Optimization exercise on an open flow, not production practice. Function not checked: every run shown here. Power: default activity.

`flow/flow/run.sh`:
```
#!/bin/bash
# standard layout, with plain buffers on the ports
set -euo pipefail
bash standard.sh BUFFER_PORTS_ARGS="-buffer_cell sky130_fd_sc_hd__buf_2" finish > standard.log 2>&1
```
`flow/standard.sh`:
```
#!/bin/bash
# synth_recipe.tcl (not shown) runs the flow's synth.tcl, then flattens the netlist and writes it again
# the make line also repeats each setting of config.mk as NAME=value (left out here)
make -C /OpenROAD-flow-scripts/flow DESIGN_CONFIG=/design/flow/config.mk WORK_HOME=/design/flow/orfs CLKGATE_MAP_FILE= SYNTH_SCRIPT=/design/flow/synth_recipe.tcl "${@:-finish}"
```
`flow/config.mk`:
```
export PLATFORM = sky130hd
export DESIGN_NAME = comp_mult_top
export DESIGN_NICKNAME = comp_mult_top
export VERILOG_FILES = /design/flow/design.v
export SDC_FILE = /design/flow/constraint.sdc
export NUM_CORES = 4
export LEC_CHECK = 0
export ABC_AREA = 1
export CAP_MARGIN = 20
export CORE_MARGIN = 2
export CORE_UTILIZATION = 40
export CTS_BUF_LIST = sky130_fd_sc_hd__clkbuf_16
export CTS_CLUSTER_DIAMETER = 150
export CTS_CLUSTER_SIZE = 24
export SETUP_SLACK_MARGIN = 4.0
export SLEW_MARGIN = 20
```
`flow/constraint.sdc`:
```
create_clock -name core_clock -period 6.5 [get_ports {clk}]
set_input_delay 1.3000 -clock core_clock [delete_from_list [all_inputs] [get_ports {clk}]]
set_output_delay 1.3000 -clock core_clock [all_outputs]
set_load 0.01 [all_outputs]
```
`flow/design.v`:
```
`timescale 1ns/1ps
package cmul_types_pkg;
    localparam int ELEM_W    = 8;    
    localparam int RES_W     = 18;   
    localparam int RES_BYTES = 3;    
    localparam int ADDR_W    = 16;   
    localparam int REG_W     = 16;   
    typedef logic signed [ELEM_W-1:0] elem_t;       
    typedef logic signed [RES_W-1:0]  res_t;        
    typedef logic [ADDR_W-1:0]        addr_t;       
    typedef logic [REG_W-1:0]         reg_t;        
    typedef logic [2:0]               byte_cnt_t;   
endpackage
`timescale 1ns/1ps
package cmul_regmap_pkg;
    typedef enum logic [2:0] {
        OFS_OP1    = 3'd0,   
        OFS_OP2    = 3'd1,   
        OFS_RES    = 3'd2,   
        OFS_NUM_OP = 3'd3,   
        OFS_START  = 3'd4,   
        OFS_STATUS = 3'd5,   
        OFS_STATE  = 3'd6    
    } reg_offset_e;
    localparam int STS_DONE_BIT = 0;
    typedef enum logic [1:0] {
        ST_IDLE   = 2'd0,
        ST_RD_OPS = 2'd1,   
        ST_WORK   = 2'd2,   
        ST_WR_RES = 2'd3    
    } ctrl_state_e;
    localparam int OP_RD_BYTES  = 4;   
    localparam int RES_WR_BYTES = 6;   
    localparam int OP_STRIDE    = 2;   
    localparam int RES_STRIDE   = 6;   
endpackage
`timescale 1ns/1ps
module comp_mult_top
#(
    parameter logic [15:0] APB_BASE = '0   
) (
    input  logic        clk,
    input  logic        rst_n,
    input  logic [15:0] paddr,
    input  logic        pwrite,
    input  logic [15:0] pwdata,
    input  logic        psel,
    output logic        pready,
    output logic [15:0] prdata,
    output logic        pslverr,
    output logic        mem_ce,
    output logic        mem_we,
    output logic [15:0] mem_addr,
    output logic [7:0]  mem_wr_data,
    input  logic [7:0]  mem_rd_data
);
    logic [15:0] ofs_full;
    logic [2:0]  ofs;
    logic        in_range;
    logic        acc_ok;
    logic        wr_en;
    logic [15:0] num;        
    logic        num_nz;     
    logic        busy;       
    logic        done;
    logic        rd_q;       
    assign ofs_full = paddr - APB_BASE;
    assign in_range = (ofs_full[15:3] == 13'd0);
    assign ofs      = ofs_full[2:0];
    always_comb begin
        case (ofs)
            3'd0, 3'd1, 3'd2, 3'd3, 3'd4: acc_ok = pwrite;
            3'd5:                         acc_ok = 1'b1;
            3'd6:                         acc_ok = ~pwrite;
            default:                      acc_ok = 1'b0;
        endcase
    end
    assign wr_en = psel & pwrite & in_range & acc_ok;
    logic [15:0] wdat;
    logic [7:0]  wd_next;
    logic        w_op1, w_op2, w_res, w_num, w_clr;
    always_ff @(posedge clk) begin
        wdat    <= {pwdata[15:8], busy ? wd_next : pwdata[7:0]};
        w_op1   <= wr_en & (ofs == 3'd0);
        w_op2   <= wr_en & (ofs == 3'd1);
        w_res   <= wr_en & (ofs == 3'd2);
        w_clr   <= wr_en & (ofs == 3'd5) & ~pwdata[0];
    end
    always_ff @(posedge clk or negedge rst_n) begin
        if (!rst_n)
            w_num <= 1'b0;
        else
            w_num <= wr_en & (ofs == 3'd3);
    end
    logic go;
    assign go     = wr_en & (ofs == 3'd4) & pwdata[0] & ~busy
                  & (w_num ? (wdat != 16'd0) : num_nz);
    assign pready = 1'b1;
    assign prdata = {15'd0, rd_q};
    always_ff @(posedge clk) begin
        rd_q <= ofs[1] ? busy : (done & ~w_clr);
    end
    logic [4:0]  jc;
    logic [9:0]  s;          
    logic        lastf;      
    logic        f0;         
    logic        fend;
    logic        fin;
    assign s[0] = ~jc[4] & ~jc[0];
    assign s[1] =  jc[0] & ~jc[1];
    assign s[2] =  jc[1] & ~jc[2];
    assign s[3] =  jc[2] & ~jc[3];
    assign s[4] =  jc[3] & ~jc[4];
    assign s[5] =  jc[4] &  jc[0];
    assign s[6] = ~jc[0] &  jc[1];
    assign s[7] = ~jc[1] &  jc[2];
    assign s[8] = ~jc[2] &  jc[3];
    assign s[9] = ~jc[3] &  jc[4];
    assign fend = lastf ? s[6] : s[9];
    assign fin  = busy & lastf & fend;
    logic       o_ce, o_we;
    logic       rd_n;
    logic [5:0] wb_n;
    logic       wr_n;
    assign rd_n = go | (busy & ~lastf & (s[0] | s[1] | s[2] | (s[9] & num_nz)));
    assign wb_n = {6{busy}} & (lastf ? s[5:0] : ({6{~f0}} & s[8:3]));
    assign wr_n = |wb_n;
    always_ff @(posedge clk or negedge rst_n) begin
        if (!rst_n) begin
            o_ce <= 1'b0;
            o_we <= 1'b0;
        end else begin
            o_ce <= rd_n | wr_n;
            o_we <= wr_n;
        end
    end
    assign mem_ce = o_ce;
    assign mem_we = o_we;
    logic [15:0] cur_ptr, nx1_ptr, nx2_ptr;
    logic [15:0] nxt;
    logic        rot;    
    assign nxt = cur_ptr + {15'd0, o_ce};   
    assign mem_addr = cur_ptr;
    always_ff @(posedge clk) begin
        rot <= busy & ~lastf & (s[0] | s[2] | (s[8] & num_nz));   
        if (w_op1)
            cur_ptr <= wdat;
        else
            cur_ptr <= rot ? nx1_ptr : nxt;
        if (w_op2)
            nx1_ptr <= wdat;
        else if (rot)
            nx1_ptr <= nx2_ptr;
        if (w_res)
            nx2_ptr <= wdat;
        else if (rot)
            nx2_ptr <= nxt;
        if (w_num)
            num <= wdat;
        else if (busy & ~lastf & s[3])
            num <= num - 16'd1;
    end
    always_ff @(posedge clk) begin
        if (go) begin
            jc    <= 5'd0;
            f0    <= 1'b1;
            lastf <= 1'b0;
        end else if (f0 & s[3]) begin
            jc    <= 5'b11111;                                      
        end else if (fend) begin
            jc    <= 5'd0;
            f0    <= 1'b0;
            lastf <= ~num_nz;
        end else begin
            jc    <= {jc[3:0], ~jc[4]};
        end
    end
    always_ff @(posedge clk or negedge rst_n) begin
        if (!rst_n) begin
            num_nz  <= 1'b0;
            busy    <= 1'b0;
            done    <= 1'b0;
            pslverr <= 1'b0;
        end else begin
            pslverr <= psel & ~(in_range & acc_ok);
            if (w_num)
                num_nz <= (wdat != 16'd0);
            else if (busy & ~lastf & s[3])
                num_nz <= (num != 16'd1);                           
            if (go)
                busy <= 1'b1;
            else if (fin)
                busy <= 1'b0;
            if (fin)
                done <= 1'b1;
            else if (w_clr)
                done <= 1'b0;
        end
    end
    logic signed [7:0]  opa;    
    logic signed [7:0]  opb;    
    logic signed [7:0]  opc;    
    logic signed [7:0]  opd;    
    logic signed [11:0] prod;   
    logic               p_hi;   
    logic signed [16:0] acc;    
    logic signed [16:0] res;    
    always_ff @(posedge clk) begin
        if (s[1]) opa <= mem_rd_data;
        if (s[2]) opb <= mem_rd_data;
        if (s[3]) opc <= mem_rd_data;
        if (s[4] | (f0 & s[5])) opd <= mem_rd_data;
    end
    logic [7:0] mcand;
    logic [1:0] bneg, bone, btwo;
    logic       acc_first;           
    logic       nx_d, nx_hi, nx_neg, nx_none;
    logic [7:0] nx_src;
    logic [3:0] nx_nib;
    logic       nx_m1;
    logic [2:0] trip0, trip1;
    assign nx_d   = s[6] | s[7] | s[0] | s[1];
    assign nx_hi  = s[5] | s[7] | s[9] | s[1];
    assign nx_neg = s[0] | s[1];
    assign nx_src = (f0 & s[3]) ? mem_rd_data : (nx_d ? opd : opc);   
    assign nx_nib = nx_hi ? nx_src[7:4] : nx_src[3:0];
    assign nx_m1  = nx_hi & nx_src[3];
    assign nx_none = (s[2] | s[3]) & ~(f0 & s[3]);
    assign trip0  = {nx_nib[1:0], nx_m1} & {3{~nx_none}};
    assign trip1  = nx_nib[3:1] & {3{~nx_none}};
    always_ff @(posedge clk) begin
        mcand     <= (s[4] | s[5] | s[0] | s[1] | (f0 & s[3])) ? opb : opa;
        bone[0]   <= trip0[1] ^ trip0[0];
        btwo[0]   <= (trip0[2] & ~trip0[1] & ~trip0[0]) | (~trip0[2] & trip0[1] & trip0[0]);
        bneg[0]   <= (trip0[2] & ~(trip0[1] & trip0[0])) ^ nx_neg;
        bone[1]   <= trip1[1] ^ trip1[0];
        btwo[1]   <= (trip1[2] & ~trip1[1] & ~trip1[0]) | (~trip1[2] & trip1[1] & trip1[0]);
        bneg[1]   <= (trip1[2] & ~(trip1[1] & trip1[0])) ^ nx_neg;
        p_hi      <= s[6] | s[8] | s[0] | s[2];
        acc_first <= s[5] | s[9];                                   
    end
    logic [8:0]  pm0, pm1, px0, px1;
    logic [11:0] row0, row1, row2;
    assign pm0  = bone[0] ? {mcand[7], mcand} : (btwo[0] ? {mcand, 1'b0} : 9'd0);
    assign pm1  = bone[1] ? {mcand[7], mcand} : (btwo[1] ? {mcand, 1'b0} : 9'd0);
    assign px0  = pm0 ^ {9{bneg[0]}};
    assign px1  = pm1 ^ {9{bneg[1]}};
    assign row0 = {{3{px0[8]}}, px0};
    assign row1 = {px1[8], px1, 1'b0, bneg[0]};
    assign row2 = {9'd0, bneg[1], 2'b00};
    logic [11:0] ca, cb, psum;
    assign ca = row0 ^ row1 ^ row2;
    assign cb = {(row0[10:0] & row1[10:0]) | (row0[10:0] & row2[10:0]) | (row1[10:0] & row2[10:0]), 1'b0};
    always_comb begin
        logic [11:0] g, p, gn, pn;
        g = ca & cb;
        p = ca ^ cb;
        for (int d = 1; d < 12; d = d * 2) begin
            gn = g;
            pn = p;
            for (int i = d; i < 12; i++) begin
                gn[i] = g[i] | (p[i] & g[i-d]);
                pn[i] = p[i] & p[i-d];
            end
            g = gn;
            p = pn;
        end
        psum = ca ^ cb ^ {g[10:0], 1'b0};
    end
    logic signed [16:0] acc_in;
    logic signed [16:0] p_ext;
    logic signed [16:0] sum;
    assign acc_in = acc_first ? 17'sd0 : acc;
    assign p_ext  = p_hi ? {prod[11], prod, 4'd0} : {{5{prod[11]}}, prod};
    always_comb begin
        logic [16:0] g, p, gn, pn;
        g = acc_in & p_ext;
        p = acc_in ^ p_ext;
        for (int d = 1; d < 17; d = d * 2) begin
            gn = g;
            pn = p;
            for (int i = d; i < 17; i++) begin
                gn[i] = g[i] | (p[i] & g[i-d]);
                pn[i] = p[i] & p[i-d];
            end
            g = gn;
            p = pn;
        end
        sum = acc_in ^ p_ext ^ {g[15:0], 1'b0};
    end
    always_ff @(posedge clk) begin
        prod <= psum;
        acc <= sum;
        if (s[0] | s[6]) res <= acc;
    end
    logic [7:0] res_top, acc_top;
    assign res_top = {6'd0, res[16], res[16]};
    assign acc_top = {6'd0, acc[16], acc[16]};
    always_comb begin
        if (lastf)
            wd_next = ({8{s[0]}} & acc[7:0])
                  | ({8{s[1]}} & res[15:8])
                  | ({8{s[2]}} & res_top)
                  | ({8{s[3]}} & sum[7:0])
                  | ({8{s[4]}} & acc[15:8])
                  | ({8{s[5]}} & acc_top);
        else
            wd_next = ({8{s[3]}} & res[7:0])
                  | ({8{s[4] | s[7]}} & res[15:8])
                  | ({8{s[5] | s[8]}} & res_top)
                  | ({8{s[6]}} & acc[7:0]);
    end
    assign mem_wr_data = wdat[7:0];
endmodule
```
==> impl_metrics.env, run 1 <==
export IMPL_status="timing/DRC/antenna clean"
export IMPL_cts_hold_buf=0
export IMPL_drt_total_wl_mm=24.25
export IMPL_vias=7991
export IMPL_area_growth_pct=11.41
export IMPL_io_pins=88
export IMPL_synth_warnings=1
export IMPL_grt_pass1_wl_mm=38.11
export IMPL_yosys_most_used_dff="edfxtp_1"
export IMPL_antenna_found_initial=0
export IMPL_tns_ns=0
export IMPL_initialDrtViolationCount=563
export IMPL_die_x_um=164.2
export IMPL_ys_seq_elements=194
export IMPL_cp_cell_sequence="buf_2"
export IMPL_critPathRequiredTime_ns=5.20
export IMPL_grt_ovfl_total=0
export IMPL_die_h_um=164.2
export IMPL_fin_skew_ns=0.01470
export IMPL_slew_violations=0
export IMPL_report_final_setup_viol=0
export IMPL_coreArea_mm2=0.02518
export IMPL_slew_headroom_pct=39.93
export IMPL_mappedNetlistArea_mm2=0.01026
export IMPL_final_nets=1341
export IMPL_grtUsageTotal_pct=18.20
export IMPL_drv_cap=0
export IMPL_wl_per_cell_um=15.17
export IMPL_drt_first_pass_iters=5
export IMPL_clock_sinks=194
export IMPL_critPathCaptureType="output port"
export IMPL_insertion_delay_ns=0.44
export IMPL_irDropWorstVdd_mv=0.7046
export IMPL_fin_hold_ws_ns=0.4263
export IMPL_cts_tree="done"
export IMPL_route_detailed_drc=0
export IMPL_cts_max_path_buffers=2
export IMPL_rr_endpoint="prod[9]"
export IMPL_num_rows=58
export IMPL_die_area_mm2=0.02695
export IMPL_synth_edf_count=97
export IMPL_startpoint="wdat[6]"
export IMPL_cp_num_buf_inv=1
export IMPL_synth_cell_types=55
export IMPL_timing_final_hold_violations=0
export IMPL_cp_arrival_ns=1.14
export IMPL_path_depth=1
export IMPL_powerDensity_mw_per_mm2=586.7
export IMPL_syn_inst=1200
export IMPL_n_antenna_cell=0
export IMPL_max_freq_mhz=410.5
export IMPL_drt_vias_per_instance=5.001
export IMPL_synthArstFlopShare_pct=3.608
export IMPL_cp_endpoint="mem_wr_data[6]"
export IMPL_r2r_start="btwo[0]"
export IMPL_drt_antenna_violating_nets=0
export IMPL_hold_path_class="reg2reg"
export IMPL_path_class="reg2out"
export IMPL_grt_pass1_vias=7501
export IMPL_crit_fanout=4
export IMPL_syn_avg_cell_area_um2=8.550
export IMPL_critPathTopFamily="flip-flops"
export IMPL_start_util_pct=40.74
export IMPL_layout_min_cycle_time_ns=2.436
export IMPL_cpPeakStageDelay_ns=0.50
export IMPL_rsz0062_at_grt="true"
export IMPL_tightest_slew_ns=0.9001
export IMPL_htree_levels=4
export IMPL_dp_hpwl_mm=18.04
export IMPL_cts_root_buf="clkbuf_16"
export IMPL_critPathSlowestCell="dfxtp_1"
export IMPL_cts_made_buffers=17
export IMPL_clk_pin_slew_worst_paths_ns=0.07
export IMPL_worst_r2r_setup_slack_ns=4.11
export IMPL_fillCellCount=2460
export IMPL_fin_crit_sh_pct=37.48
export IMPL_io_buffers=71
export IMPL_gp_congestion=0.8723
export IMPL_drive_gt1_share_pct=14.59
export IMPL_grt_max_degree=34
export IMPL_ys_seq_area_share_pct=47.66
export IMPL_p_leak_uw=0.005223
export IMPL_critPathLaunchType="flop"
export IMPL_rr_worst_depth=13
==> where the power goes <==
| part | internal (uW) | switching [uW] | leakage [uW] | total [uW] |
|---|---|---|---|---|
| Clock | 500 | 499 | 0.000256 | 999 |
| Sequential | 1690 | 196 | 0.00180 | 1880 |
| Combinational | 1470 | 2350 | 0.00317 | 3820 |
| Total | 3660 | 3050 | 0.00522 | 6710 |
==> per-stage QoR <==
stage / worst slack [ns] / total power [uW] / cells / utilization [%] / cell area [um2]
6_report: 4.064 / 6707 / 1598 / 45.39 / 11430
2_1_floorplan: 4.066 / 4672 / 1214 / - / 10310
5_1_grt: 3.836 / 7302 / 1598 / 45.39 / 11430
4_1_cts: 3.939 / 6533 / 1597 / 45.09 / 11350
3_3_place_gp: 3.844 / 5466 / 1564 / 42.85 / 10790
3_5_place_dp: 3.813 / 5482 / 1564 / 42.85 / 10790
==> flip-flops by register name, indices dropped and copies added, names as in the netlist, 12 cells and up <==
signal / flops
wdat: 16
nx2_ptr: 16
prod: 12
nx1_ptr: 16
acc: 17
num: 16
res: 17
cur_ptr: 16
==> per-layer routing <==
metal	up-vias	track usage (%)	wire (um)
met4	0	6.260	490
li1	4074	-	-
met3	33	3.157	764
met1	3744	22.39	10930
met2	140	32.05	12060
met5	-	0	0
==> how the worst min path moves through the flow <==
stage	to	from	cells after the start
after global placement	res[0]	acc[0]	0
after CTS	res[10]	acc[10]	0
after detailed placement	res[2]	acc[2]	0
after floorplan	res[0]	acc[0]	0
final	res[8]	acc[8]	0
after global routing	res[9]	acc[9]	0
==> cells by family after synthesis <==
kind of cell / after synthesis / synth area share [%]
xor gates and xnor gates: 49 / 4.183
buffers and inverters: 215 / 9.012
AOI/OAI and AO/OA: 236 / 12.87
and+or+nand+nor: 454 / 20.13
DFF: 194 / 47.66
adders and majority gates: 42 / 5.195
other: 2 / 0.07320
muxes: 8 / 0.8781
==> cell usage in the layout (no fill, tap or decap), drive strengths merged, types with 4 or more instances in the layout <==
cell      instances
a21o              4
a21oi            44
a22oi            10
a31oi             9
buf              75
clkbuf           17
clkinv            9
clkinvlp          5
conb             16
dfrtp             7
dfxtp            90
edfxtp           97
ha               41
inv             162
mux2              8
nand2           251
nand3            58
nand4            21
nor2            104
nor3             15
o211ai            8
o21ai           136
o22ai             9
o31ai             4
or2               4
xnor2            11
xor2             38
==> layout make-up <==
cell class              instances  area (um2)  area share [%]
well taps                     330       412.9           3.612
repair buffers                 75       385.4           3.371
clock inverters                15       125.1           1.095
flip-flops and latches        194        4893           42.81
clock buffers                  17       425.4           3.722
inverters                     161       610.6           5.341
multi-input cells             806        4578           40.05
==> Yosys cell counts (2+ instances only) <==
cell	instances	share of area, %
a21o_1	4	0.29
a21oi_1	44	2.1
a22oi_1	10	0.73
a31oi_1	9	0.55
buf_2	2	0.098
buf_4	27	2.0
clkbuf_1	23	0.84
clkinv_1	3	0.11
conb_1	2	0.073
dfrtp_1	7	1.7
dfxtp_1	90	18
edfxtp_1	97	28
ha_1	41	5.0
inv_1	147	5.4
inv_2	9	0.33
mux2_2	8	0.88
nand2_1	231	8.5
nand2_2	14	0.85
nand2_4	4	0.44
nand2_8	2	0.39
nand3_1	53	2.6
nand3_2	5	0.49
nand4_1	19	1.2
nand4_2	2	0.24
nor2_1	94	3.4
nor2_2	3	0.18
nor2_4	5	0.55
nor3_1	14	0.68
o211ai_1	8	0.59
o21a_1	3	0.22
o21ai_0	129	6.3
o21ai_1	6	0.29
o21bai_1	2	0.15
o221ai_1	2	0.17
o22ai_1	9	0.55
o31ai_1	4	0.29
or2_2	3	0.18
xnor2_1	11	0.94
xor2_1	38	3.2
==> repair_timing <==
item	in CTS	in global routing
buffers inserted	0	1
gates cloned	1	0
pin swaps	1	2
gates resized for setup	4	18
setup endpoints to repair	20	34
hold endpoints to repair	0	0
==> inputs of run 2 (changes only) <==
--- a/flow/config.mk
+++ b/flow/config.mk
@@ -5,7 +5,6 @@
 export SDC_FILE = /design/flow/constraint.sdc
 export NUM_CORES = 4
 export LEC_CHECK = 0
-export ABC_AREA = 1
 export CAP_MARGIN = 20
 export CORE_MARGIN = 2
 export CORE_UTILIZATION = 40
==> run 2 against run 1 <==
Compared with the run above: area after synthesis down 5.3%; clock power up 7%; cell count down 18%; critical path depth up 8; largest power group unchanged; largest cell class unchanged; critical endpoint is now acc[16]; clock-buffer cell count unchanged; via count down 14%; routed wire length down 7.4%; hold slack better by 0.050 ns; still clean.
==> impl_metrics.env, run 2 <==
export IMPL_status="timing/DRC/antenna clean"
export IMPL_final_cell_mix="97 x edfxtp_1, 92 x nand2_1, 73 x dfxtp_1, 71 x buf_2, 50 x mux2_2"
export IMPL_dp_hpwl_mm=15.51
export IMPL_report_final_setup_viol=0
export IMPL_largestRegisters="acc: 17 flops, res: 17 flops"
export IMPL_grt_pass1_vias=6506
export IMPL_r2r_start="p_hi"
export IMPL_drt_total_wl_mm=22.45
export IMPL_critPathLaunchType="flop"
export IMPL_slew_violations=0
export IMPL_fin_ws_ns=3.843
export IMPL_cts_hold_buf=0
export IMPL_slew_headroom_pct=30.00
export IMPL_path_class="reg2reg"
export IMPL_cp_arrival_ns=3.01
export IMPL_rr_endpoint="acc[16]"
export IMPL_powerDensity_mw_per_mm2=588.1
export IMPL_grt_pass1_wl_mm=35.28
export IMPL_cpPeakStageDelay_ns=0.42
export IMPL_netlist_area_leader_share_pct=29.97
export IMPL_die_area_mm2=0.02556
export IMPL_cp_cell_sequence="buf_4, mux2_2, ha_1, and3_1, o311a_1, o41a_1, a221o_1, a21oi_2, xnor2_1"
export IMPL_cts_made_buffers=17
export IMPL_rsz0062_at_grt="true"
export IMPL_switching_power_uw=2672
export IMPL_holdPathStages=0
export IMPL_ys_seq_area_share_pct=50.30
export IMPL_antenna_found_initial=0
export IMPL_min_to="res[14]"
export IMPL_p_clk_share_pct=15.9
export IMPL_ys_top_cells_by_area="edfxtp_1 30%, dfxtp_1 19%, mux2_2 5.9%"
export IMPL_mappedNetlistArea_mm2=0.009721
export IMPL_cts_tree="done"
export IMPL_swShare_pct=39.85
export IMPL_max_freq_mhz=376.4
export IMPL_synth_largest_area_cell="edfxtp_1"
export IMPL_tns_ns=0
export IMPL_die_h_um=159.9
export IMPL_drt_first_pass_iters=5
export IMPL_vias=6840
export IMPL_die_x_um=159.9
export IMPL_layout_min_cycle_time_ns=2.657
export IMPL_hp_start="acc[14]"
export IMPL_num_rows=57
export IMPL_wl_per_cell_um=17.09
export IMPL_ys_seq_elements=194
export IMPL_worst_r2r_setup_slack_ns=3.84
export IMPL_clock_sinks=194
export IMPL_insertion_delay_ns=0.44
export IMPL_path_depth=9
export IMPL_synth_cell_types=68
export IMPL_htree_levels=4
export IMPL_pwr_share_comb_pct=53.8
export IMPL_cp_num_buf_inv=1
export IMPL_start_util_pct=40.32
export IMPL_critPathSlowestCell="dfxtp_4"
export IMPL_clk_pin_slew_worst_paths_ns=0.07
export IMPL_ys_top_cells_by_count="97 x edfxtp_1, 94 x nand2_1, 90 x dfxtp_1"
export IMPL_critPathTopFamily="compound AO/OA/AOI/OAI gates"
export IMPL_cts_max_path_buffers=2
export IMPL_critPathCaptureType="flop"
export IMPL_n_antenna_cell=0
export IMPL_irDropWorstVdd_mv=0.8641
export IMPL_rr_worst_depth=9
export IMPL_io_buffers=71
export IMPL_synth_edf_count=97
export IMPL_crit_fanout=8
export IMPL_coreArea_mm2=0.02411
export IMPL_power_frac_seq_pct=30.2
export IMPL_grtUsageTotal_pct=17.32
export IMPL_synth_most_common_cell="edfxtp_1"
export IMPL_p_leak_uw=0.004470
export IMPL_dp_slack_ns=3.398
export IMPL_cts_root_buf="clkbuf_16"
export IMPL_io_pins=88
export IMPL_syn_inst=902
export IMPL_grt_max_degree=37
export IMPL_area_growth_pct=17.31
export IMPL_critPathRequiredTime_ns=6.86
export IMPL_drt_antenna_violating_nets=0
export IMPL_grt_ovfl_total=0
export IMPL_timing_final_hold_violations=0
export IMPL_final_common_cell="edfxtp_1"
export IMPL_syn_avg_cell_area_um2=10.78
export IMPL_tightest_slew_ns=1.049
export IMPL_fin_crit_sh_pct=40.87
export IMPL_initialDrtViolationCount=423
export IMPL_hold_path_class="reg2reg"
export IMPL_internal_power_uw=4034
export IMPL_fillCellCount=2248
export IMPL_synthArstFlopShare_pct=3.608
export IMPL_synth_warnings=1
export IMPL_drv_cap=0
export IMPL_fin_skew_ns=0.01816
export IMPL_yosys_most_used_dff="edfxtp_1"
export IMPL_drive_gt1_share_pct=25.58
export IMPL_final_nets=1062
export IMPL_drt_vias_per_instance=5.209
export IMPL_gp_congestion=0.7753
export IMPL_route_detailed_drc=0
-- run 2: cell types whose count changed after synthesis, sizes merged, moves of 32 or more --
cell | previous run | this run
xnor2 | 11 | 49
o21ai | 136 | 63
inv | 156 | 14
nor2 | 103 | 42
nand3 | 58 | 12
nand2 | 251 | 94
mux2 | 8 | 51
nor2b | 0 | 32
-- run 2: metal layers --
metal | GRT usage, % | part of all wire (%) | wire length (um) | vias to the layer above
met1 | 23.11 | 46 | 10260 | 3309
met2 | 29.44 | 50 | 11190 | 120
li1 | - | - | - | 3392
met3 | 2.987 | 3.4 | 754 | 19
met5 | 0 | 0 | 0 | -
met4 | 4.177 | 1.1 | 244 | 0
-- run 2: worst register-to-register path: stages, from the launching register on --
cell and delay, ns:
dfxtp_4 0.42, buf_4 0.14, mux2_2 0.33, ha_1 0.36
and3_1 0.23, o311a_1 0.12, o41a_1 0.41, a221o_1 0.32
a21oi_2 0.14, xnor2_1 0.12
-- run 2: power groups by stage --
stage          clock network (uW)  logic, uW  registers [uW]
2_1_floorplan                   0       2510            1830
3_3_place_gp                    0       2940            2050
3_5_place_dp                    0       2960            2050
4_1_cts                      1090       3310            2020
5_1_grt                      1130       3950            2070
6_report                     1070       3610            2030
-- run 2: through the flow --
stage | instance area, um2 | total power, uW | utilization (%) | std cells | hold slack (ns)
after floorplan | 9911 | 4340 | - | 916 | 0.4223
after global placement | 10320 | 4984 | 42.81 | 1253 | 0.4531
after detailed placement | 10320 | 5007 | 42.81 | 1253 | 0.4546
after CTS | 11200 | 6411 | 46.45 | 1306 | 0.4723
after global routing | 11400 | 7149 | 47.31 | 1313 | 0.4960
final | 11400 | 6706 | 47.31 | 1313 | 0.4762
-- run 2: worst max-delay path by stage --
stage,from,to,slack [ns]
after global placement,p_hi,acc[16],3.40
after CTS,acc[0],acc[16],3.83
after global routing,p_hi,acc[16],3.73
final,p_hi,acc[16],3.84
after floorplan,p_hi,acc[16],3.71
after detailed placement,p_hi,acc[16],3.40
-- run 2: repair_timing --
| action | CTS | global route |
|---|---|---|
| pin swaps | 14 | 11 |
| setup endpoints to repair | 21 | 39 |
| gates cloned | 0 | 0 |
| endpoints found under the hold margin | 0 | 0 |
| buffers inserted | 21 | 7 |
| resized for setup | 38 | 30 |
-- run 2: area by class of cell --
type / instances / area (um2) / share of cell area (%)
sequential: 194 / 4926 / 43.20
timing repair buffer: 103 / 610.6 / 5.354
multi-input combinational: 646 / 4811 / 42.19
inverter: 14 / 52.55 / 0.4608
clock inverter: 15 / 172.7 / 1.514
clock buffer: 17 / 425.4 / 3.731
tap: 324 / 405.4 / 3.555
-- run 2: kinds of logic (layout without fill, tap and decap cells) --
| family | count (synthesis) | count (layout) | share of synthesized area (%) |
|---|---|---|---|
| other cells | 2 | 16 | 0.07726 |
| fa+ha+maj | 42 | 42 | 5.483 |
| xor+xnor | 70 | 70 | 6.307 |
| mux | 75 | 75 | 8.379 |
| buf+inv | 76 | 149 | 3.939 |
| compound gates | 198 | 198 | 13.27 |
| simple gates | 245 | 245 | 12.24 |
| flops | 194 | 194 | 50.30 |
==> inputs of run 3 (changes only) <==
--- a/flow/config.mk
+++ b/flow/config.mk
@@ -5,11 +5,13 @@
 export SDC_FILE = /design/flow/constraint.sdc
 export NUM_CORES = 4
 export LEC_CHECK = 0
+export ABC_AREA = 1
 export CAP_MARGIN = 20
 export CORE_MARGIN = 2
 export CORE_UTILIZATION = 40
 export CTS_BUF_LIST = sky130_fd_sc_hd__clkbuf_16
-export CTS_CLUSTER_DIAMETER = 150
-export CTS_CLUSTER_SIZE = 24
+export CTS_CLUSTER_DIAMETER = 180
+export CTS_CLUSTER_SIZE = 28
+export PLACE_DENSITY = 0.7
 export SETUP_SLACK_MARGIN = 4.0
 export SLEW_MARGIN = 20
==> run 3 against run 2 <==
Compared with the run above: routed wire length increased by 6.2%; total power up 3.1%; first-iteration DRC count is 54% higher; sequential cell count unchanged; cell area up 0.80%; clock power hardly changed; critical path depth fell by 8; combinational power increased by 11%.
==> impl_metrics.env, run 3 <==
export IMPL_path_class="reg2out"
export IMPL_dp_slack_ns=3.752
export IMPL_layout_min_cycle_time_ns=2.386
export IMPL_synth_largest_area_cell="edfxtp_1"
export IMPL_irDropWorstVdd_mv=0.9100
export IMPL_hold_path_class="reg2reg"
export IMPL_grt_pass1_vias=7581
export IMPL_crit_fanout=4
export IMPL_drt_antenna_violating_nets=0
export IMPL_clock_sinks=194
export IMPL_tns_ns=0
export IMPL_drive_gt1_share_pct=14.76
export IMPL_critPathTopFamily="flip-flops"
export IMPL_mappedNetlistArea_mm2=0.01026
export IMPL_num_rows=58
export IMPL_cts_max_path_buffers=2
export IMPL_cp_cell_sequence="buf_2"
export IMPL_synth_warnings=1
export IMPL_status="timing/DRC/antenna clean"
export IMPL_htree_levels=4
export IMPL_critPathCaptureType="output port"
export IMPL_gp_congestion=0.8606
export IMPL_p_leak_uw=0.005245
export IMPL_tightest_slew_ns=0.9106
export IMPL_clk_pin_slew_worst_paths_ns=0.07
export IMPL_syn_avg_cell_area_um2=8.550
export IMPL_start_util_pct=40.74
export IMPL_die_area_mm2=0.02695
export IMPL_fin_skew_ns=0.006832
export IMPL_ys_top_cells_by_count="231 x nand2_1, 147 x inv_1, 129 x o21ai_0"
export IMPL_drt_total_wl_mm=23.84
export IMPL_route_detailed_drc=0
export IMPL_io_pins=88
export IMPL_regArea_mm2=0.004892
export IMPL_worst_r2r_setup_slack_ns=4.13
export IMPL_netlist_area_leader_share_pct=28.39
export IMPL_grtUsageTotal_pct=17.87
export IMPL_ys_top_cells_by_area="edfxtp_1 28%, dfxtp_1 18%, nand2_1 8.5%"
export IMPL_drt_first_pass_iters=7
export IMPL_yosys_most_used_dff="edfxtp_1"
export IMPL_multiInputGateArea_mm2=0.004622
export IMPL_synthArstFlopShare_pct=3.608
export IMPL_fillCellCount=2426
export IMPL_critPathLaunchType="flop"
export IMPL_area_growth_pct=12.04
export IMPL_die_h_um=164.2
export IMPL_fin_crit_sh_pct=36.71
export IMPL_cpPeakStageDelay_ns=0.47
export IMPL_slew_headroom_pct=39.23
export IMPL_final_common_cell="nand2_1"
export IMPL_grt_ovfl_total=0
export IMPL_synth_most_common_cell="nand2_1"
export IMPL_antenna_found_initial=1
export IMPL_final_nets=1340
export IMPL_final_cell_mix="229 x nand2_1, 145 x inv_1, 121 x o21ai_0, 97 x edfxtp_1, 93 x nor2_1"
export IMPL_cp_num_buf_inv=1
export IMPL_dp_hpwl_mm=17.59
export IMPL_drt_vias_per_instance=5.101
export IMPL_rsz0062_at_grt="true"
export IMPL_syn_inst=1200
export IMPL_insertion_delay_ns=0.43
export IMPL_cp_arrival_ns=1.09
export IMPL_wl_per_cell_um=14.92
export IMPL_slew_violations=0
export IMPL_die_x_um=164.2
export IMPL_critPathSlowestCell="dfxtp_1"
export IMPL_cts_setup_buffers=0
export IMPL_synth_edf_count=97
export IMPL_powerDensity_mw_per_mm2=601.5
export IMPL_cts_root_buf="clkbuf_16"
export IMPL_coreArea_mm2=0.02518
export IMPL_vias=8151
export IMPL_cts_made_buffers=17
export IMPL_drv_cap=0
export IMPL_timing_final_hold_violations=0
export IMPL_grt_pass1_wl_mm=37.97
export IMPL_synth_cell_types=55
export IMPL_cts_tree="done"
export IMPL_ys_seq_elements=194
export IMPL_io_buffers=71
export IMPL_critPathRequiredTime_ns=5.20
export IMPL_largestRegisters="acc: 17 flops, res: 17 flops"
export IMPL_initialDrtViolationCount=650
export IMPL_cts_hold_buf=0
export IMPL_max_freq_mhz=419.1
export IMPL_ys_seq_area_share_pct=47.66
export IMPL_fin_ws_ns=4.114
export IMPL_report_final_setup_viol=0
export IMPL_grt_max_degree=34
==> run 3: cells by family (layout without fill, tap and decap cells) <==
family / Yosys count / in the layout / share of synthesized area, %
AO/OA/AOI/OAI: 236 / 236 / 12.87
XOR/XNOR: 49 / 49 / 4.183
adder cells (fa/ha/maj): 42 / 42 / 5.195
buffers and inverters: 215 / 267 / 9.012
flip-flops: 194 / 194 / 47.66
multiplexers: 8 / 8 / 0.8781
other: 2 / 17 / 0.07320
AND/OR/NAND/NOR: 454 / 455 / 20.13
==> run 3: per-stage QoR <==
stage / hold WS, ns / util, % / instance area (um2) / power (uW) / cells
after global placement: 0.4116 / 42.85 / 10790 / 5418 / 1564
after detailed placement: 0.4157 / 42.85 / 10790 / 5457 / 1564
after global routing: 0.4305 / 45.65 / 11490 / 7511 / 1598
final: 0.4271 / 45.65 / 11490 / 6914 / 1598
after CTS: 0.4280 / 45.16 / 11370 / 6537 / 1596
after floorplan: 0.4082 / - / 10310 / 4672 / 1214
==> run 3: what timing repair did <==
| action | in CTS | in global routing |
|---|---|---|
| pin swaps | 0 | 3 |
| gates cloned | 0 | 1 |
| hold endpoints to repair | 0 | 0 |
| resized for setup | 4 | 26 |
| endpoints found under the setup margin | 19 | 41 |
==> run 3: final timing paths <==
| kind | from | end | depth (start not counted) |
|---|---|---|---|
| max | wdat[1] | mem_wr_data[1] | 1 |
| min | acc[3] | res[3] | 0 |
| max reg2reg | btwo[1] | prod[9] | 12 |
| min reg2reg | acc[3] | res[3] | 0 |
| max in group asynchronous | rst_n | num_nz | 1 |
| min in group asynchronous | rst_n | pslverr | 1 |
==> run 3: per-layer routing <==
layer	vias up	GRT usage [%]	part of all wire, %
met1	3853	22.51	43
met2	196	31.06	50
met5	-	0	0
li1	4066	-	-
met3	36	3.258	4.7
met4	0	5.502	2.1
==> run 3: cell type report <==
cell class,count,area share (%)
Antenna cell,1,0.02177
Clock inverter,15,1.295
Inverter,161,5.334
Sequential cell,194,42.56
Clock buffer,17,3.701
Multi-Input combinational cell,806,40.21
Timing Repair Buffer,74,3.287
Tap cell,330,3.592
==> run 3: where the power goes <==
part	switching, uW	internal (uW)
Combinational	2420	1580
Clock	496	541
Sequential	194	1690
Total	3110	3810
==> inputs of run 4 (changes only) <==
--- a/flow/design.v
+++ b/flow/design.v
@@ -35,6 +35,31 @@
     localparam int RES_STRIDE   = 6;   
 endpackage
 `timescale 1ns/1ps
+module cmul_ks_add #(
+    parameter int W = 12
+) (
+    input  logic [W-1:0] a,
+    input  logic [W-1:0] b,
+    output logic [W-1:0] s
+);
+    always_comb begin
+        logic [W-1:0] g, p, gn, pn;
+        g = a & b;
+        p = a ^ b;
+        for (int d = 1; d < W; d = d * 2) begin
+            gn = g;
+            pn = p;
+            for (int i = d; i < W; i++) begin
+                gn[i] = g[i] | (p[i] & g[i-d]);
+                pn[i] = p[i] & p[i-d];
+            end
+            g = gn;
+            p = pn;
+        end
+        s = a ^ b ^ {g[W-2:0], 1'b0};
+    end
+endmodule
+`timescale 1ns/1ps
 module comp_mult_top
 #(
     parameter logic [15:0] APB_BASE = '0   
@@ -77,10 +102,9 @@
     end
     assign wr_en = psel & pwrite & in_range & acc_ok;
     logic [15:0] wdat;
-    logic [7:0]  wd_next;
     logic        w_op1, w_op2, w_res, w_num, w_clr;
     always_ff @(posedge clk) begin
-        wdat    <= {pwdata[15:8], busy ? wd_next : pwdata[7:0]};
+        wdat    <= pwdata;
         w_op1   <= wr_en & (ofs == 3'd0);
         w_op2   <= wr_en & (ofs == 3'd1);
         w_res   <= wr_en & (ofs == 3'd2);
@@ -251,64 +275,35 @@
     logic [11:0] ca, cb, psum;
     assign ca = row0 ^ row1 ^ row2;
     assign cb = {(row0[10:0] & row1[10:0]) | (row0[10:0] & row2[10:0]) | (row1[10:0] & row2[10:0]), 1'b0};
-    always_comb begin
-        logic [11:0] g, p, gn, pn;
-        g = ca & cb;
-        p = ca ^ cb;
-        for (int d = 1; d < 12; d = d * 2) begin
-            gn = g;
-            pn = p;
-            for (int i = d; i < 12; i++) begin
-                gn[i] = g[i] | (p[i] & g[i-d]);
-                pn[i] = p[i] & p[i-d];
-            end
-            g = gn;
-            p = pn;
-        end
-        psum = ca ^ cb ^ {g[10:0], 1'b0};
-    end
+    cmul_ks_add #(.W(12)) i_prod_add (.a(ca), .b(cb), .s(psum));
     logic signed [16:0] acc_in;
     logic signed [16:0] p_ext;
     logic signed [16:0] sum;
     assign acc_in = acc_first ? 17'sd0 : acc;
     assign p_ext  = p_hi ? {prod[11], prod, 4'd0} : {{5{prod[11]}}, prod};
-    always_comb begin
-        logic [16:0] g, p, gn, pn;
-        g = acc_in & p_ext;
-        p = acc_in ^ p_ext;
-        for (int d = 1; d < 17; d = d * 2) begin
-            gn = g;
-            pn = p;
-            for (int i = d; i < 17; i++) begin
-                gn[i] = g[i] | (p[i] & g[i-d]);
-                pn[i] = p[i] & p[i-d];
-            end
-            g = gn;
-            p = pn;
-        end
-        sum = acc_in ^ p_ext ^ {g[15:0], 1'b0};
-    end
+    cmul_ks_add #(.W(17)) i_acc_add (.a(acc_in), .b(p_ext), .s(sum));
     always_ff @(posedge clk) begin
         prod <= psum;
         acc <= sum;
         if (s[0] | s[6]) res <= acc;
     end
+    logic [7:0] wd_q;
     logic [7:0] res_top, acc_top;
     assign res_top = {6'd0, res[16], res[16]};
     assign acc_top = {6'd0, acc[16], acc[16]};
-    always_comb begin
+    always_ff @(posedge clk) begin
         if (lastf)
-            wd_next = ({8{s[0]}} & acc[7:0])
+            wd_q <= ({8{s[0]}} & acc[7:0])
                   | ({8{s[1]}} & res[15:8])
                   | ({8{s[2]}} & res_top)
                   | ({8{s[3]}} & sum[7:0])
                   | ({8{s[4]}} & acc[15:8])
                   | ({8{s[5]}} & acc_top);
         else
-            wd_next = ({8{s[3]}} & res[7:0])
+            wd_q <= ({8{s[3]}} & res[7:0])
                   | ({8{s[4] | s[7]}} & res[15:8])
                   | ({8{s[5] | s[8]}} & res_top)
                   | ({8{s[6]}} & acc[7:0]);
     end
-    assign mem_wr_data = wdat[7:0];
+    assign mem_wr_data = wd_q;
 endmodule
==> flow/config.mk (replaced) <==
export PLATFORM = sky130hd
export DESIGN_NAME = comp_mult_top
export DESIGN_NICKNAME = comp_mult_top
export VERILOG_FILES = /design/flow/design.v
export SDC_FILE = /design/flow/constraint.sdc
export NUM_CORES = 4
export LEC_CHECK = 0
export CAP_MARGIN = 20
export CORE_MARGIN = 2
export CORE_UTILIZATION = 40
export CTS_BUF_LIST = sky130_fd_sc_hd__clkbuf_16
export CTS_CLUSTER_DIAMETER = 150
export CTS_CLUSTER_SIZE = 24
export SETUP_SLACK_MARGIN = 4.0
export SLEW_MARGIN = 20
export SYNTH_HIERARCHICAL = 1
==> run 4 against run 3 <==
Compared with the run above: still clean on timing, DRC and antenna; setup slack got worse by 0.048 ns; clock power fell by 24%; area after synthesis fell by 0.35%; routed wire length fell by 3.7%; cell area fell by 1.0%; fmax fell by 2.0%.
==> impl_metrics.env, run 4 <==
export IMPL_dp_slack_ns=3.521
export IMPL_grt_pass1_vias=6853
export IMPL_ys_seq_area_share_pct=49.39
export IMPL_synth_most_common_cell="dfxtp_1"
export IMPL_coreArea_mm2=0.02511
export IMPL_cts_hold_buf=0
export IMPL_final_common_cell="edfxtp_1"
export IMPL_path_class="reg2reg"
export IMPL_ys_top_cells_by_count="98 x dfxtp_1, 97 x edfxtp_1, 87 x nand2_1"
export IMPL_grt_pass1_wl_mm=36.45
export IMPL_critPathCaptureType="flop"
export IMPL_status="timing/DRC/antenna clean"
export IMPL_ys_top_cells_by_area="edfxtp_1 28%, dfxtp_1 19%, ha_1 5.1%"
export IMPL_syn_avg_cell_area_um2=10.73
export IMPL_irDropWorstVdd_mv=0.3375
export IMPL_io_pins=88
export IMPL_crit_fanout=7
export IMPL_drt_first_pass_iters=7
export IMPL_drt_antenna_violating_nets=0
export IMPL_tightest_slew_ns=1.097
export IMPL_fin_ws_ns=4.066
export IMPL_rsz0062_at_grt="true"
export IMPL_drt_vias_per_instance=5.295
export IMPL_cts_root_buf="clkbuf_16"
export IMPL_n_antenna_cell=0
export IMPL_clk_pin_slew_worst_paths_ns=0.10
export IMPL_final_cell_area_mm2=0.01138
export IMPL_cp_cell_sequence="mux2_2, ha_2, a21o_1, a31o_1, nor2_2, xnor2_1, a221oi_2, mux2i_1"
export IMPL_max_freq_mhz=410.8
export IMPL_antenna_found_initial=0
export IMPL_final_cell_mix="97 x edfxtp_1, 87 x nand2_1, 83 x dfxtp_1, 71 x buf_2, 57 x nor2_1"
export IMPL_route_detailed_drc=0
export IMPL_netlist_area_leader_share_pct=28.49
export IMPL_cp_arrival_ns=2.77
export IMPL_io_buffers=71
export IMPL_critPathLaunchType="flop"
export IMPL_critPathRequiredTime_ns=6.84
export IMPL_final_nets=1096
export IMPL_tns_ns=0
export IMPL_fin_skew_ns=0.02114
export IMPL_slew_headroom_pct=26.75
export IMPL_syn_inst=953
export IMPL_gp_congestion=0.7984
export IMPL_synth_cell_types=84
export IMPL_initialDrtViolationCount=525
export IMPL_fin_hold_ws_ns=0.4658
export IMPL_area_growth_pct=11.31
export IMPL_multiInputGateArea_mm2=0.004926
export IMPL_slew_violations=0
export IMPL_critPathTopFamily="compound AO/OA/AOI/OAI gates"
export IMPL_cp_num_buf_inv=0
export IMPL_largestRegisters="acc: 17 flops, res: 17 flops"
export IMPL_timing_final_hold_violations=0
export IMPL_power_uw=6489
export IMPL_fin_crit_sh_pct=37.45
export IMPL_mappedNetlistArea_mm2=0.01022
export IMPL_grt_ovfl_total=0
export IMPL_grt_max_degree=35
export IMPL_yosys_most_used_dff="dfxtp_1"
export IMPL_regArea_mm2=0.005081
export IMPL_p_leak_uw=0.004325
export IMPL_cts_tree="done"
export IMPL_die_x_um=163.9
export IMPL_grtUsageTotal_pct=17.06
export IMPL_hold_path_class="reg2reg"
export IMPL_cpPeakStageDelay_ns=0.41
export IMPL_synthArstFlopShare_pct=3.465
export IMPL_critPathSlowestCell="dfxtp_4"
export IMPL_drive_gt1_share_pct=19.84
export IMPL_insertion_delay_ns=0.48
export IMPL_drt_total_wl_mm=22.96
export IMPL_place_area_mm2=0.01079
export IMPL_synth_edf_count=97
export IMPL_synth_warnings=9
export IMPL_powerDensity_mw_per_mm2=570.3
export IMPL_clock_sinks=202
export IMPL_num_rows=58
export IMPL_cts_max_path_buffers=3
export IMPL_report_final_setup_viol=0
export IMPL_dp_hpwl_mm=16.55
export IMPL_die_area_mm2=0.02685
export IMPL_die_h_um=163.9
export IMPL_start_util_pct=40.72
export IMPL_layout_min_cycle_time_ns=2.434
export IMPL_wl_per_cell_um=17.10
export IMPL_synth_largest_area_cell="edfxtp_1"
export IMPL_cts_made_buffers=12
export IMPL_htree_levels=1
export IMPL_drv_cap=0
export IMPL_ys_seq_elements=202
export IMPL_vias=7111
export IMPL_fillCellCount=2400
## run 4: logic make-up (layout without fill, tap and decap cells)
group,count (synthesis),after routing,share of synthesized area (%)
AND/OR/NAND/NOR,275,275,13.58
other,2,18,0.07346
AO/OA/AOI/OAI,200,200,13.25
XOR/XNOR,68,68,5.825
flip-flops,202,202,49.39
buffers and inverters,86,130,4.161
adder cells (fa/ha/maj),44,44,5.532
multiplexers,76,76,8.175
## run 4: report_power, final
part / switching, uW / internal (uW)
Clock: 423 / 369
Combinational: 2000 / 1620
Sequential: 323 / 1750
## run 4: metal layers
| layer | GRT usage [%] | vias to the layer above | wire length, um |
|---|---|---|---|
| li1 | - | 3551 | - |
| met1 | 22.56 | 3424 | 10480 |
| met2 | 29.39 | 110 | 11300 |
| met3 | 2.096 | 26 | 699 |
| met4 | 4.864 | 0 | 484 |
| met5 | 0 | - | 0 |
## run 4: final timing paths
path,slack [ns],to,from,depth (start not counted)
max,4.07,wd_q[7],p_hi,8
min,0.47,mcand[2],opa[2],1
max reg2reg,4.07,wd_q[7],p_hi,8
min reg2reg,0.47,mcand[2],opa[2],1
max in group asynchronous,5.68,num_nz,rst_n,1
min in group asynchronous,0.64,o_we,rst_n,1
## run 4: area by class of cell
cell class                      instances  share of cell area (%)
Sequential cell                       202                   44.65
Multi-Input combinational cell        681                   43.29
Timing Repair Buffer                   86                   4.442
Tap cell                              330                   3.628
Clock buffer                           13                   2.859
Inverter                               25                  0.8246
Clock inverter                          6                  0.3079
## run 4: through the flow
step	utilization, %	instances
global route	45.32	1343
floorplan	-	969
global placement	42.95	1314
detailed placement	42.95	1314
finish	45.32	1343
CTS	44.75	1336
## run 4: timing repair
item / in CTS / in global routing
endpoints found under the setup margin: 44 / 24
gates cloned: 0 / 0
pin swaps: 0 / 1
resized for setup: 21 / 19
buffers inserted: 3 / 7
==> inputs of run 5 (changes only) <==
--- a/flow/design.v
+++ b/flow/design.v
@@ -35,6 +35,50 @@
     localparam int RES_STRIDE   = 6;   
 endpackage
 `timescale 1ns/1ps
+module cmul_apb_dec
+#(
+    parameter logic [15:0] APB_BASE = '0   
+) (
+    input  logic [15:0] paddr,
+    input  logic        pwrite,
+    input  logic        psel,
+    input  logic        wd0,        
+    output logic        wr_op1,
+    output logic        wr_op2,
+    output logic        wr_res,
+    output logic        wr_num,
+    output logic        wr_start,   
+    output logic        wr_clr,     
+    output logic        err,        
+    output logic        rd_state    
+);
+    logic [15:0] ofs_full;
+    logic [2:0]  ofs;
+    logic        in_range;
+    logic        acc_ok;
+    logic        wr_en;
+    assign ofs_full = paddr - APB_BASE;
+    assign in_range = (ofs_full[15:3] == 13'd0);
+    assign ofs      = ofs_full[2:0];
+    always_comb begin
+        case (ofs)
+            3'd0, 3'd1, 3'd2, 3'd3, 3'd4: acc_ok = pwrite;
+            3'd5:                         acc_ok = 1'b1;
+            3'd6:                         acc_ok = ~pwrite;
+            default:                      acc_ok = 1'b0;
+        endcase
+    end
+    assign wr_en    = psel & pwrite & in_range & acc_ok;
+    assign wr_op1   = wr_en & (ofs == 3'd0);
+    assign wr_op2   = wr_en & (ofs == 3'd1);
+    assign wr_res   = wr_en & (ofs == 3'd2);
+    assign wr_num   = wr_en & (ofs == 3'd3);
+    assign wr_start = wr_en & (ofs == 3'd4) & wd0;
+    assign wr_clr   = wr_en & (ofs == 3'd5) & ~wd0;
+    assign err      = psel & ~(in_range & acc_ok);
+    assign rd_state = ofs[1];
+endmodule
+`timescale 1ns/1ps
 module cmul_ks_add #(
     parameter int W = 12
 ) (
@@ -79,50 +123,50 @@
     output logic [7:0]  mem_wr_data,
     input  logic [7:0]  mem_rd_data
 );
-    logic [15:0] ofs_full;
-    logic [2:0]  ofs;
-    logic        in_range;
-    logic        acc_ok;
-    logic        wr_en;
     logic [15:0] num;        
     logic        num_nz;     
     logic        busy;       
     logic        done;
     logic        rd_q;       
-    assign ofs_full = paddr - APB_BASE;
-    assign in_range = (ofs_full[15:3] == 13'd0);
-    assign ofs      = ofs_full[2:0];
-    always_comb begin
-        case (ofs)
-            3'd0, 3'd1, 3'd2, 3'd3, 3'd4: acc_ok = pwrite;
-            3'd5:                         acc_ok = 1'b1;
-            3'd6:                         acc_ok = ~pwrite;
-            default:                      acc_ok = 1'b0;
-        endcase
-    end
-    assign wr_en = psel & pwrite & in_range & acc_ok;
+    logic        wr_op1, wr_op2, wr_res, wr_num, wr_start, wr_clr, acc_err, rd_state;
+    cmul_apb_dec #(
+        .APB_BASE (APB_BASE)
+    ) i_apb_dec (
+        .paddr    (paddr),
+        .pwrite   (pwrite),
+        .psel     (psel),
+        .wd0      (pwdata[0]),
+        .wr_op1   (wr_op1),
+        .wr_op2   (wr_op2),
+        .wr_res   (wr_res),
+        .wr_num   (wr_num),
+        .wr_start (wr_start),
+        .wr_clr   (wr_clr),
+        .err      (acc_err),
+        .rd_state (rd_state)
+    );
     logic [15:0] wdat;
     logic        w_op1, w_op2, w_res, w_num, w_clr;
     always_ff @(posedge clk) begin
         wdat    <= pwdata;
-        w_op1   <= wr_en & (ofs == 3'd0);
-        w_op2   <= wr_en & (ofs == 3'd1);
-        w_res   <= wr_en & (ofs == 3'd2);
-        w_clr   <= wr_en & (ofs == 3'd5) & ~pwdata[0];
+        w_op1   <= wr_op1;
+        w_op2   <= wr_op2;
+        w_res   <= wr_res;
+        w_clr   <= wr_clr;
     end
     always_ff @(posedge clk or negedge rst_n) begin
         if (!rst_n)
             w_num <= 1'b0;
         else
-            w_num <= wr_en & (ofs == 3'd3);
+            w_num <= wr_num;
     end
     logic go;
-    assign go     = wr_en & (ofs == 3'd4) & pwdata[0] & ~busy
+    assign go     = wr_start & ~busy
                   & (w_num ? (wdat != 16'd0) : num_nz);
     assign pready = 1'b1;
     assign prdata = {15'd0, rd_q};
     always_ff @(posedge clk) begin
-        rd_q <= ofs[1] ? busy : (done & ~w_clr);
+        rd_q <= rd_state ? busy : (done & ~w_clr);
     end
     logic [4:0]  jc;
     logic [9:0]  s;          
@@ -206,7 +250,7 @@
             done    <= 1'b0;
             pslverr <= 1'b0;
         end else begin
-            pslverr <= psel & ~(in_range & acc_ok);
+            pslverr <= acc_err;
             if (w_num)
                 num_nz <= (wdat != 16'd0);
             else if (busy & ~lastf & s[3])
==> run 5 against run 4 <==
Compared with the run above: critical endpoint unchanged; largest cell class unchanged; first-iteration DRC count decreased by 33%; die area increased by 0.25%; global-route usage about the same; combinational power increased by 5%; still clean on timing, DRC and antenna; setup slack got worse by 0.013 ns; largest power group unchanged.
==> impl_metrics.env, run 5 <==
export IMPL_htree_levels=1
export IMPL_status="timing/DRC/antenna clean"
export IMPL_swShare_pct=42.58
export IMPL_slew_violations=0
export IMPL_n_antenna_cell=0
export IMPL_drt_first_pass_iters=7
export IMPL_critPathSlowestCell="dfxtp_4"
export IMPL_io_buffers=71
export IMPL_ys_top_cells_by_count="98 x dfxtp_1, 97 x edfxtp_1, 92 x nand2_1"
export IMPL_p_leak_uw=0.004370
export IMPL_synthArstFlopShare_pct=3.465
export IMPL_grt_use_met3_pct=1.919
export IMPL_cp_arrival_ns=2.85
export IMPL_cts_tree="done"
export IMPL_pwr_share_comb_pct=57.2
export IMPL_hold_path_class="reg2reg"
export IMPL_hp_start="acc[15]"
export IMPL_cpPeakStageDelay_ns=0.39
export IMPL_drt_antenna_violating_nets=0
export IMPL_use_met2_pct=29.19
export IMPL_met1_usage_pct=22.91
export IMPL_switching_power_uw=2832
export IMPL_final_common_cell="edfxtp_1"
export IMPL_timing_final_hold_violations=0
export IMPL_start_util_pct=40.70
export IMPL_rr_worst_depth=11
export IMPL_synth_most_common_cell="dfxtp_1"
export IMPL_fillCellCount=2346
export IMPL_cp_cell_sequence="mux2_2, ha_4, a21o_1, a31o_1, nor2_4, xnor2_2, nand2_1, o211a_1, nor2_1, nor2_1, a221oi_2"
export IMPL_max_freq_mhz=408.6
export IMPL_ys_top_cells_by_area="edfxtp_1 28%, dfxtp_1 19%, mux2_2 5.5%"
export IMPL_fin_skew_ns=0.01860
export IMPL_dp_hpwl_mm=16.21
export IMPL_largestRegisters="acc: 17 flops, res: 17 flops"
export IMPL_clk_pin_slew_worst_paths_ns=0.10
export IMPL_synth_cell_types=83
export IMPL_critPathRequiredTime_ns=6.90
export IMPL_power_frac_seq_pct=30.9
export IMPL_critPathMostFrequentCell="nor2_1"
export IMPL_tightest_slew_ns=0.9806
export IMPL_worst_r2r_setup_slack_ns=4.05
export IMPL_die_h_um=164.1
export IMPL_critPathLaunchType="flop"
export IMPL_drt_vias_per_instance=5.253
export IMPL_slew_headroom_pct=34.62
export IMPL_insertion_delay_ns=0.48
export IMPL_grt_pass1_vias=7009
export IMPL_critPathCaptureType="flop"
export IMPL_area_growth_pct=11.60
export IMPL_coreArea_mm2=0.02518
export IMPL_cts_max_path_buffers=3
export IMPL_rr_endpoint="wd_q[7]"
export IMPL_rsz0062_at_grt="true"
export IMPL_internal_power_uw=3819
export IMPL_crit_fanout=8
export IMPL_final_util_pct=45.42
export IMPL_synth_warnings=10
export IMPL_path_class="reg2reg"
export IMPL_antenna_found_initial=0
export IMPL_report_final_setup_viol=0
export IMPL_grt_busiest_layer="met2"
export IMPL_initialDrtViolationCount=350
export IMPL_min_to="res[15]"
export IMPL_die_area_mm2=0.02692
export IMPL_ys_seq_area_share_pct=49.27
export IMPL_p_clk_share_pct=11.9
export IMPL_layout_min_cycle_time_ns=2.448
export IMPL_final_cell_mix="97 x edfxtp_1, 92 x nand2_1, 82 x dfxtp_1, 71 x buf_2, 60 x nor2_1"
export IMPL_ys_seq_elements=202
export IMPL_num_rows=58
export IMPL_final_nets=1105
export IMPL_holdPathStages=0
export IMPL_fin_crit_sh_pct=37.65
export IMPL_clock_sinks=202
export IMPL_regArea_mm2=0.005080
export IMPL_mappedNetlistArea_mm2=0.01025
export IMPL_grt_ovfl_total=0
export IMPL_vias=7107
export IMPL_die_x_um=164.1
export IMPL_gp_congestion=0.8300
export IMPL_power_uw=6651
export IMPL_tns_ns=0
export IMPL_netlist_area_leader_share_pct=28.42
export IMPL_grt_max_degree=36
export IMPL_syn_inst=961
export IMPL_drt_total_wl_mm=22.73
export IMPL_cts_root_buf="clkbuf_16"
export IMPL_drv_cap=0
export IMPL_synth_largest_area_cell="edfxtp_1"
export IMPL_r2r_start="p_hi"
export IMPL_io_pins=88
export IMPL_grt_pass1_wl_mm=36.79
export IMPL_wl_per_cell_um=16.80
export IMPL_syn_avg_cell_area_um2=10.67
export IMPL_synth_edf_count=97
export IMPL_multiInputGateArea_mm2=0.005024
export IMPL_irDropWorstVdd_mv=0.8042
export IMPL_grtUsageTotal_pct=17.04
export IMPL_yosys_most_used_dff="dfxtp_1"
export IMPL_powerDensity_mw_per_mm2=581.4
export IMPL_cts_made_buffers=12
export IMPL_route_detailed_drc=0
export IMPL_drive_gt1_share_pct=20.53
## run 5: per-layer routing
layer  wire length (um)  vias up
met3                685       30
li1                   -     3590
met1              10570     3372
met4                512        0
met5                  0        -
met2              10960      115
## run 5: final cells by class
class                   count  share of cell area, %
clock inverters             7                 0.3391
repair buffers             85                  4.091
flip-flops and latches    202                  44.41
inverters                  24                 0.7876
well taps                 330                  3.610
clock buffers              13                  2.844
multi-input cells         692                  43.92
## run 5: worst max-delay path by stage
stage                         start      end  slack [ns]  cells past startpoint
after floorplan            paddr[0]     o_ce        3.85                      7
after global placement    acc_first  wd_q[6]        3.65                     12
after detailed placement       p_hi  wd_q[7]        3.60                     11
after CTS                      p_hi  wd_q[7]        4.02                     11
after global routing           p_hi  wd_q[7]        3.89                     11
final                          p_hi  wd_q[7]        4.05                     11
## run 5: power groups by stage
stage               clock (uW)  sequential (uW)  combinational, uW
floorplan                    0             1900               2910
global placement             0             2070               3510
detailed placement           0             2080               3530
CTS                        814             2040               3650
global route               857             2100               4280
finish                     793             2050               3810
## run 5: kinds of logic after synthesis
group | Yosys count | synth area share, %
other | 2 | 0.07327
buffers and inverters | 83 | 3.967
DFF | 202 | 49.27
AOI/OAI and AO/OA | 206 | 13.82
muxes | 75 | 7.935
and+or+nand+nor | 281 | 13.61
adders and majority gates | 44 | 5.518
xor gates and xnor gates | 68 | 5.811
## run 5: repair_timing
item / 4_1_cts / 5_1_grt
setup buffers: 5 / 3
hold buffers: 0 / 0
gates resized for setup: 22 / 35
setup endpoints to repair: 23 / 21
pin swaps: 0 / 7
## run 5: critical path, delay by kind of cell, from the launching register on
family	cells	cell delay, ns
DFF	1	0.39
AOI/OAI and AO/OA	4	0.85
adders and majority gates	1	0.25
muxes	1	0.36
xor gates and xnor gates	1	0.13
and+or+nand+nor	4	0.41
## run 5: per-stage QoR
step | setup WS [ns] | instances | area, um2 | hold WS [ns]
6_report | 4.052 | 1353 | 11440 | 0.4786
3_5_place_dp | 3.598 | 1325 | 10810 | 0.4600
2_1_floorplan | 3.850 | 977 | 10340 | 0.4227
4_1_cts | 4.017 | 1350 | 11280 | 0.4852
3_3_place_gp | 3.647 | 1325 | 10810 | 0.4641
5_1_grt | 3.894 | 1353 | 11440 | 0.4952
==> inputs of run 6 (changes only) <==
--- a/flow/design.v
+++ b/flow/design.v
@@ -147,26 +147,18 @@
     );
     logic [15:0] wdat;
     logic        w_op1, w_op2, w_res, w_num, w_clr;
-    always_ff @(posedge clk) begin
-        wdat    <= pwdata;
-        w_op1   <= wr_op1;
-        w_op2   <= wr_op2;
-        w_res   <= wr_res;
-        w_clr   <= wr_clr;
-    end
-    always_ff @(posedge clk or negedge rst_n) begin
-        if (!rst_n)
-            w_num <= 1'b0;
-        else
-            w_num <= wr_num;
-    end
+    assign wdat  = pwdata;
+    assign w_op1 = wr_op1;
+    assign w_op2 = wr_op2;
+    assign w_res = wr_res;
+    assign w_num = wr_num;
+    assign w_clr = wr_clr;
     logic go;
-    assign go     = wr_start & ~busy
-                  & (w_num ? (wdat != 16'd0) : num_nz);
+    assign go     = wr_start & ~busy & num_nz;
     assign pready = 1'b1;
     assign prdata = {15'd0, rd_q};
     always_ff @(posedge clk) begin
-        rd_q <= rd_state ? busy : (done & ~w_clr);
+        rd_q <= rd_state ? busy : done;
     end
     logic [4:0]  jc;
     logic [9:0]  s;          
==> run 6 against run 5 <==
Compared with the run above: still clean; first-iteration DRC count increased by 76%; synthesized cell count fell by 1.8%; combinational power grew 5.5%; cell count up 1.7%; sequential share of layout area shrank 5.8 points; fmax decreased by 12%; critical path type is now in2reg; largest power group unchanged.
==> impl_metrics.env, run 6 <==
export IMPL_status="timing/DRC/antenna clean"
export IMPL_drt_total_wl_mm=24.01
export IMPL_clock_sinks=181
export IMPL_powerDensity_mw_per_mm2=585.6
export IMPL_ys_seq_area_share_pct=46.84
export IMPL_drt_vias_per_instance=5.360
export IMPL_grt_ovfl_total=0
export IMPL_num_rows=57
export IMPL_hold_path_class="reg2reg"
export IMPL_insertion_delay_ns=0.44
export IMPL_max_freq_mhz=358.1
export IMPL_layout_min_cycle_time_ns=2.793
export IMPL_fin_ws_ns=3.707
export IMPL_htree_levels=4
export IMPL_drt_met1_wl_mm=11.85
export IMPL_die_area_mm2=0.02595
export IMPL_die_h_um=161.1
export IMPL_ys_seq_elements=181
export IMPL_grt_pass1_vias=6969
export IMPL_synth_most_common_cell="edfxtp_1"
export IMPL_timing_final_hold_violations=0
export IMPL_cp_arrival_ns=2.99
export IMPL_vias=7376
export IMPL_path_class="in2reg"
export IMPL_synth_area_mux_share_pct=8.340
export IMPL_area_growth_pct=22.19
export IMPL_synth_largest_area_cell="edfxtp_1"
export IMPL_tightest_slew_ns=1.004
export IMPL_cts_made_buffers=17
export IMPL_tns_ns=0
export IMPL_netlist_area_leader_share_pct=29.51
export IMPL_drt_first_pass_iters=5
export IMPL_drive_gt1_share_pct=29.09
export IMPL_fin_skew_ns=0.01709
export IMPL_dp_slack_ns=2.980
export IMPL_start_util_pct=40.71
export IMPL_drt_antenna_violating_nets=0
export IMPL_final_cell_mix="97 x edfxtp_1, 91 x nand2_1, 67 x buf_2, 62 x dfxtp_1, 59 x nor2_1"
export IMPL_critPathRequiredTime_ns=6.70
export IMPL_met2_length_mm=10.92
export IMPL_clk_pin_slew_worst_paths_ns=0.08
export IMPL_ys_top_cells_by_area="edfxtp_1 30%, dfxtp_1 16%, mux2_2 5.7%"
export IMPL_synthArstFlopShare_pct=3.315
export IMPL_synth_top_family_by_area="simple AND/OR/NAND/NOR gates"
export IMPL_slew_headroom_pct=32.79
export IMPL_yosys_most_used_dff="edfxtp_1"
export IMPL_synth_edf_count=97
export IMPL_met3WireLength_mm=1.003
export IMPL_cts_hold_buf=0
export IMPL_mappedNetlistArea_mm2=0.009872
export IMPL_coreArea_mm2=0.02425
export IMPL_report_final_setup_viol=0
export IMPL_crit_fanout=5
export IMPL_critPathLaunchType="input pin"
export IMPL_wl_per_cell_um=17.45
export IMPL_fin_crit_sh_pct=42.97
export IMPL_final_common_cell="edfxtp_1"
export IMPL_p_leak_uw=0.004714
export IMPL_grtUsageTotal_pct=18.33
export IMPL_synthSimpleGateAreaFrac_pct=14.59
export IMPL_antenna_found_initial=0
export IMPL_syn_inst=944
export IMPL_rsz0062_at_grt="true"
export IMPL_cts_max_path_buffers=2
export IMPL_highest_layer="met4"
export IMPL_critPathCaptureType="flop"
export IMPL_die_x_um=161.1
export IMPL_io_pins=88
export IMPL_cts_tree="done"
export IMPL_final_nets=1127
export IMPL_gp_congestion=0.8090
export IMPL_initialDrtViolationCount=617
export IMPL_grt_pass1_wl_mm=37.71
export IMPL_io_buffers=71
export IMPL_route_detailed_drc=0
export IMPL_ys_top_cells_by_count="97 x edfxtp_1, 95 x nand2_1, 78 x dfxtp_1"
export IMPL_slew_violations=0
export IMPL_largestRegisters="acc: 17 flops, res: 17 flops"
export IMPL_synth_fa_ha_area_share_pct=5.729
export IMPL_synth_xor_area_share_pct=6.033
export IMPL_drv_cap=0
export IMPL_grt_max_degree=33
export IMPL_synth_cell_types=83
export IMPL_synth_compound_area_share_pct=14.27
export IMPL_n_antenna_cell=0
export IMPL_syn_avg_cell_area_um2=10.46
export IMPL_synth_warnings=10
export IMPL_irDropWorstVdd_mv=0.3478
export IMPL_cts_root_buf="clkbuf_16"
export IMPL_dp_hpwl_mm=16.47
## run 6: cell types whose count changed in the layout (fill, tap and decap cells not counted), sizes merged, moves of 3 or more
| cell | before | now |
|---|---|---|
| buf | 85 | 112 |
| dfxtp | 98 | 78 |
| clkbuf | 13 | 20 |
| clkinv | 0 | 6 |
| or2 | 4 | 9 |
| nand2 | 92 | 95 |
| nand2b | 5 | 8 |
## run 6: cells by family (layout without fill, tap and decap cells)
kind of cell | count (synthesis) | after routing
AOI/OAI and AO/OA | 204 | 204
buffers and inverters | 82 | 170
adders and majority gates | 44 | 44
other | 2 | 18
DFF | 181 | 181
muxes | 76 | 76
xor gates and xnor gates | 68 | 68
and+or+nand+nor | 287 | 291
## run 6: metrics by stage
| step | total power [uW] | std cells | hold WS (ns) | util [%] | instance area, um2 |
|---|---|---|---|---|---|
| 6_report | 7064 | 1376 | 0.4795 | 49.75 | 12060 |
| 5_1_grt | 7665 | 1376 | 0.5009 | 49.75 | 12060 |
| 2_1_floorplan | 4841 | 960 | 0.4227 | - | 10180 |
| 3_5_place_dp | 5629 | 1303 | 0.4608 | 43.69 | 10600 |
| 4_1_cts | 6819 | 1361 | 0.4830 | 47.93 | 11620 |
| 3_3_place_gp | 5619 | 1303 | 0.4578 | 43.69 | 10600 |
## run 6: final timing paths
path,cells after the start,endpoint,slack (ns),start
worst max register to register,13,wd_q[6],4.06,p_hi
min in group asynchronous,1,o_we,0.70,rst_n
max in group asynchronous,1,num_nz,5.63,rst_n
worst max-delay path,8,nx1_ptr[15],3.71,paddr[11]
worst min register to register,1,mcand[5],0.48,opa[5]
worst min-delay path,1,mcand[5],0.48,opa[5]
## run 6: worst max-delay path: stages
cell and delay, ns:
buf_6 0.10, nor4_4 0.34, nand4_4 0.20, buf_6 0.17
nor4b_4 0.25, buf_4 0.20, buf_6 0.14, mux2_4 0.29
## run 6: per-layer routing
layer / global-route usage (%) / up-vias
met2: 27.80 / 177
met4: 4.789 / 0
met3: 3.467 / 18
met5: 0 / -
met1: 26.90 / 3551
li1: - / 3630
## run 6: final cells by class
type	count	area, um2
inverter	24	95.09
sequential	181	4659
clock inverter	14	157.7
multi-input combinational	701	5395
timing repair buffer	114	899.6
clock buffer	18	450.4
tap	324	405.4
fill	2152	12190
## run 6: timing repair
item                                    4_1_cts  5_1_grt
buffers inserted                             17       13
gates cloned                                  9        2
endpoints found under the setup margin      118      131
pin swaps                                     8       25
gates resized for setup                      42       86
## run 6: power breakdown
group	switching [uW]	leakage, uW	total [uW]	internal, uW
Clock	486	0.000297	1060	570
Sequential	337	0.00161	1980	1650
Combinational	2190	0.00281	4020	1830
